This design comes from an exercise in tuning for small area, a short achievable clock period and few clock cycles on the open sky130 flow, not from production work.
The clock input has no modelled driver; a real chip could not lean on it and would need a root buffer or a full tree.
Power and IR drop assume default switching activity.

// substring_position_search
module substring_position_search #(
  parameter int MAX_PATTERN = sps_pkg::MAX_PATTERN_DEF,
  parameter int MAX_TEXT    = sps_pkg::MAX_TEXT_DEF
) (
  input  wire logic                          clk_i,
  input  wire logic                          rst_ni,
  input  wire logic                          cfg_we_i,
  input  wire logic [sps_pkg::CFG_IDX_W-1:0] cfg_idx_i,
  input  wire logic [sps_pkg::CFG_W-1:0]     cfg_data_i,
  input  wire logic                          text_valid_i,
  output logic                               text_ready_o,
  input  wire logic                          text_cmd_i,
  input  wire logic [sps_pkg::BYTE_W-1:0]    text_byte_i,
  output logic                               result_valid_o,
  input  wire logic                          result_ready_i,
  output logic                               result_found_o,
  output logic [sps_pkg::POS_W-1:0]          result_position_o,
  output logic [sps_pkg::STATUS_W-1:0]       result_status_o
);
export LEC_CHECK = 0
export ABC_CLOCK_PERIOD_IN_PS = 2000
export CAP_MARGIN = 20
export CORE_MARGIN = 2
export CORE_UTILIZATION = 40
export SETUP_SLACK_MARGIN = 3.8
export SLEW_MARGIN = 20
create_clock -name core_clock -period 6.0 [get_ports {clk_i}]
standard.sh (not shown) runs the stock make flow with config.mk's settings and CLKGATE_MAP_FILE= SYNTH_SCRIPT=/design/flow/synth_recipe.tcl, a recipe that flattens the netlist after the stock synthesis.
==> flow/flow/run.sh <==
#!/bin/bash
set -e
export BUFFER_PORTS_ARGS="-buffer_cell sky130_fd_sc_hd__buf_1"
export PRE_CTS_TCL="$PWD/flow/pre_cts.tcl"
export MTREE_LEAVES=10
export MTREE_ROOTS=1
bash standard.sh > standard.log 2>&1
Other scripts of this flow, unchanged in this note and not shown: flow/flow/mtree.tcl, flow/flow/pre_cts.tcl
The baseline completed with no timing, DRC or antenna violations.
Then changed:
--- a/flow/design.v
+++ b/flow/design.v
@@ -72,25 +72,25 @@
   logic                         out_valid_q;
   logic                         found_q;
   logic [sps_pkg::STATUS_W-1:0] status_q;
   logic                         ready_q;
   logic                 in_xfer, in_may_take, s1_byte, s1_end, byte_adv;
   logic [2*sps_pkg::CFG_W-1:0] pattern;
   logic                 len0, len0_next;
   logic [MAX_PATTERN-1:0] eq;
   logic                 byte_zero, ge_now;
   logic                 hit, take, hold_end, hold_byte, load, out_next;
   logic                 byte_next, may_take_next, end_next, needs_out_next;
   logic [LEN_W:0]       start_lo;
-  logic [POS_W-LEN_W-1:0] start_hi, start_hi_m1;
+  logic [POS_W-LEN_W-1:0] start_hi, hi_zero_below;
   logic [POS_W-1:0]     start_pos;
   logic                 res_found, res_pos_ok;
   logic [sps_pkg::STATUS_W-1:0] res_status;
   assign pattern = {pat_high_q, pat_low_q};
   assign len0    = (len_q == '0);
   assign in_xfer = text_valid_i && ready_q;
   assign in_may_take = seen_q[1] || (len_q <= LEN_W'(seen_q) + LEN_W'(1));
   always_ff @(posedge clk_i or negedge rst_ni) begin
     if (!rst_ni) begin
       s0_valid_q <= 1'b0;
       seen_q     <= '0;
     end else begin
@@ -117,28 +117,33 @@
       end else begin
         eq[j] = byte_zero;
       end
     end
   end
   assign ge_now = ge_q || (count_q == CNT_W'(bound_q));
   always_comb begin
     hit = 1'b0;
     for (int l = 1; l <= MAX_PATTERN; l++) begin
       if (len_q == LEN_W'(l)) hit = pm_q[l-1];
     end
   end
-  assign start_lo    = {1'b0, count_q[LEN_W-1:0]} - {1'b0, len_q};
-  assign start_hi    = count_q[POS_W-1:LEN_W];
-  assign start_hi_m1 = count_q[POS_W-1:LEN_W] - 1'b1;
-  assign start_pos   = {start_lo[LEN_W] ? start_hi_m1 : start_hi, start_lo[LEN_W-1:0]};
+  assign start_lo = {1'b0, count_q[LEN_W-1:0]} - {1'b0, len_q};
+  always_comb begin
+    hi_zero_below[0] = 1'b1;
+    for (int i = 1; i < POS_W - LEN_W; i++) begin
+      hi_zero_below[i] = hi_zero_below[i-1] && !count_q[LEN_W+i-1];
+    end
+  end
+  assign start_hi  = count_q[POS_W-1:LEN_W] ^ ({(POS_W-LEN_W){start_lo[LEN_W]}} & hi_zero_below);
+  assign start_pos = {start_hi, start_lo[LEN_W-1:0]};
   assign take = byte_q && hit && (backward_q ? !cond_q : !match_valid_q);
   assign hold_end  = end_q && out_valid_q;
   assign hold_byte = byte_q && may_take_q && out_valid_q;
   assign load      = end_q && !out_valid_q;
   assign out_next  = load || (out_valid_q && !result_ready_i);
   always_comb begin
     res_found  = 1'b0;
     res_status = sps_pkg::STATUS_OK;
     if (e_ovf_q) begin
       res_status = sps_pkg::STATUS_TOO_LONG;
     end else if (e_back_q) begin
       if (e_empty_q) begin
=> The changed run completed with no timing, DRC or antenna violations. Core utilization goes up by 0.44 points. Fmax goes down by 9.7%. Global-route usage goes down by 0.27 points. Area after synthesis goes up by about 0.35%. Routed wire length goes up by 1.2%. Cell count goes up by about 1.9%. Sequential cell count stays the same. Die area goes up by 0.34%. Design area goes up by about 1.2%. Worst setup slack loses 0.24 ns. Total power goes up by 0.36%. Clock skew goes down by 0.0064 ns.
No functional check of the RTL was part of any run of this note. In every run of this note, the design's own scripts or RTL, not TritonCTS, make the clock network.

---

Another version of the RTL of substring_position_search (not shown whole).
Size: ~830 cells after synthesis, ~230 flip-flops, about 10000 sq um of cells after synthesis.
Settings: LEC_CHECK=0, ABC_CLOCK_PERIOD_IN_PS=2000, CAP_MARGIN=20, CORE_MARGIN=2, CORE_UTILIZATION=40, SETUP_SLACK_MARGIN=3.8, SLEW_MARGIN=20; clock period 6.0 ns.
Scripts as last shown in full above: flow/flow/run.sh
Other scripts of this flow, unchanged in this note and not shown: flow/flow/mtree.tcl, flow/flow/pre_cts.tcl
Next try:
--- a/flow/design.v
+++ b/flow/design.v
@@ -77,17 +77,17 @@
   logic                 in_xfer, in_may_take, s1_byte, s1_end, byte_adv;
   logic [2*sps_pkg::CFG_W-1:0] pattern;
   logic                 len0, len0_next;
   logic [MAX_PATTERN-1:0] eq, pm_new;
   logic                 byte_zero, ge_now;
   logic                 hit, take, hold_end, hold_byte, load, out_next;
   logic                 byte_next, may_take_next, end_next, needs_out_next;
   logic [LEN_W:0]       start_lo;
-  logic [POS_W-LEN_W-1:0] start_hi, start_hi_m1;
+  logic [POS_W-LEN_W-1:0] start_hi, hi_zero_below;
   logic [POS_W-1:0]     start_pos;
   logic                 res_found, res_pos_ok;
   logic [sps_pkg::STATUS_W-1:0] res_status;
   assign pattern = {pat_high_q, pat_low_q};
   assign len0    = (len_q == '0);
   assign in_xfer = text_valid_i && ready_q;
   assign in_may_take = seen_q[1] || (len_q <= LEN_W'(seen_q) + LEN_W'(1));
   always_ff @(posedge clk_i or negedge rst_ni) begin
@@ -123,20 +123,25 @@
   assign ge_now = ge_q || (count_q == CNT_W'(bound_q));
   assign pm_new = {pm_q, backward_q || ge_now} & eq;
   always_comb begin
     hit = 1'b0;
     for (int l = 1; l <= MAX_PATTERN; l++) begin
       if (len_q == LEN_W'(l)) hit = pm_new[l-1];
     end
   end
-  assign start_lo    = {1'b0, count_q[LEN_W-1:0]} - {1'b0, len_q};
-  assign start_hi    = count_q[POS_W-1:LEN_W];
-  assign start_hi_m1 = count_q[POS_W-1:LEN_W] - 1'b1;
-  assign start_pos   = {start_lo[LEN_W] ? start_hi_m1 : start_hi, start_lo[LEN_W-1:0]};
+  assign start_lo = {1'b0, count_q[LEN_W-1:0]} - {1'b0, len_q};
+  always_comb begin
+    hi_zero_below[0] = 1'b1;
+    for (int i = 1; i < POS_W - LEN_W; i++) begin
+      hi_zero_below[i] = hi_zero_below[i-1] && !count_q[LEN_W+i-1];
+    end
+  end
+  assign start_hi  = count_q[POS_W-1:LEN_W] ^ ({(POS_W-LEN_W){start_lo[LEN_W]}} & hi_zero_below);
+  assign start_pos = {start_hi, start_lo[LEN_W-1:0]};
   assign take = byte_q && hit_q && (backward_q ? !cond_q : !match_valid_q);
   assign hold_end  = end_q && out_valid_q;
   assign hold_byte = byte_q && may_take_q && out_valid_q;
   assign load      = end_q && !out_valid_q;
   assign out_next  = load || (out_valid_q && !result_ready_i);
   always_comb begin
     res_found  = 1'b0;
     res_status = sps_pkg::STATUS_OK;
What happened: The changed run produced a clean layout; area after synthesis rises by 1.5%; core utilization rises by 1.4 points; fmax rises by 18%; power falls by 1.1%; setup slack improves by 0.41 ns; hold slack improves by 0.021 ns; synthesized cell count rises by 0.48%; global-route usage falls by 1.2 points; sequential share of layout area falls by 2.0 points; final cell count rises by 2.9%; via count rises by 2.6%.
No run of this note included a check of the RTL's function; only the layout flow was run. No run of this note takes its clock network from TritonCTS; it comes from the design's own scripts or RTL.

==> what the ideal ports hide <==
No port has a modelled driver above. Below, the same layouts with a new extraction and two added sets of constraints. Step 1 (the two cells are an assumption about what drives the block):
set clk [get_ports {clk_i}]
set_driving_cell -lib_cell sky130_fd_sc_hd__clkbuf_16 $clk
set_driving_cell -lib_cell sky130_fd_sc_hd__buf_2 [delete_from_list [all_inputs] $clk]
Step 2 moves the port delays by t, midway between the first and last clock arrival at a register: inputs arrive t later, outputs are due t later. That takes back most of the time a late clock gives input paths. a / b / c = ideal / step 1 / step 2; a / b = the first two.
| run | t (ns) | setup slack, ns | clock arrival spread, ns | worst data-port slew with drivers (ns) | pins driven straight from the clock port |
|---|---|---|---|---|---|
| the first run of note 1 | 0.452 | 3.790 / 3.790 / 3.431 | 0.029 / 0.029 | 0.05 | 1 |
| the second run of note 1 | 0.453 | 3.553 / 3.553 / 3.442 | 0.028 / 0.028 | 0.04 | 1 |
| the first run of note 2 | 0.456 | 3.368 / 3.368 / 3.368 | 0.022 / 0.022 | 0.04 | 1 |
| the second run of note 2 | 0.450 | 3.777 / 3.747 / 3.414 | 0.038 / 0.037 | 0.05 | 1 |
After both steps setup and hold are still met in every run listed. The setup slack of the second run of note 2, which loses most, moves by -0.030 ns with the drivers and by -0.363 ns with both steps.
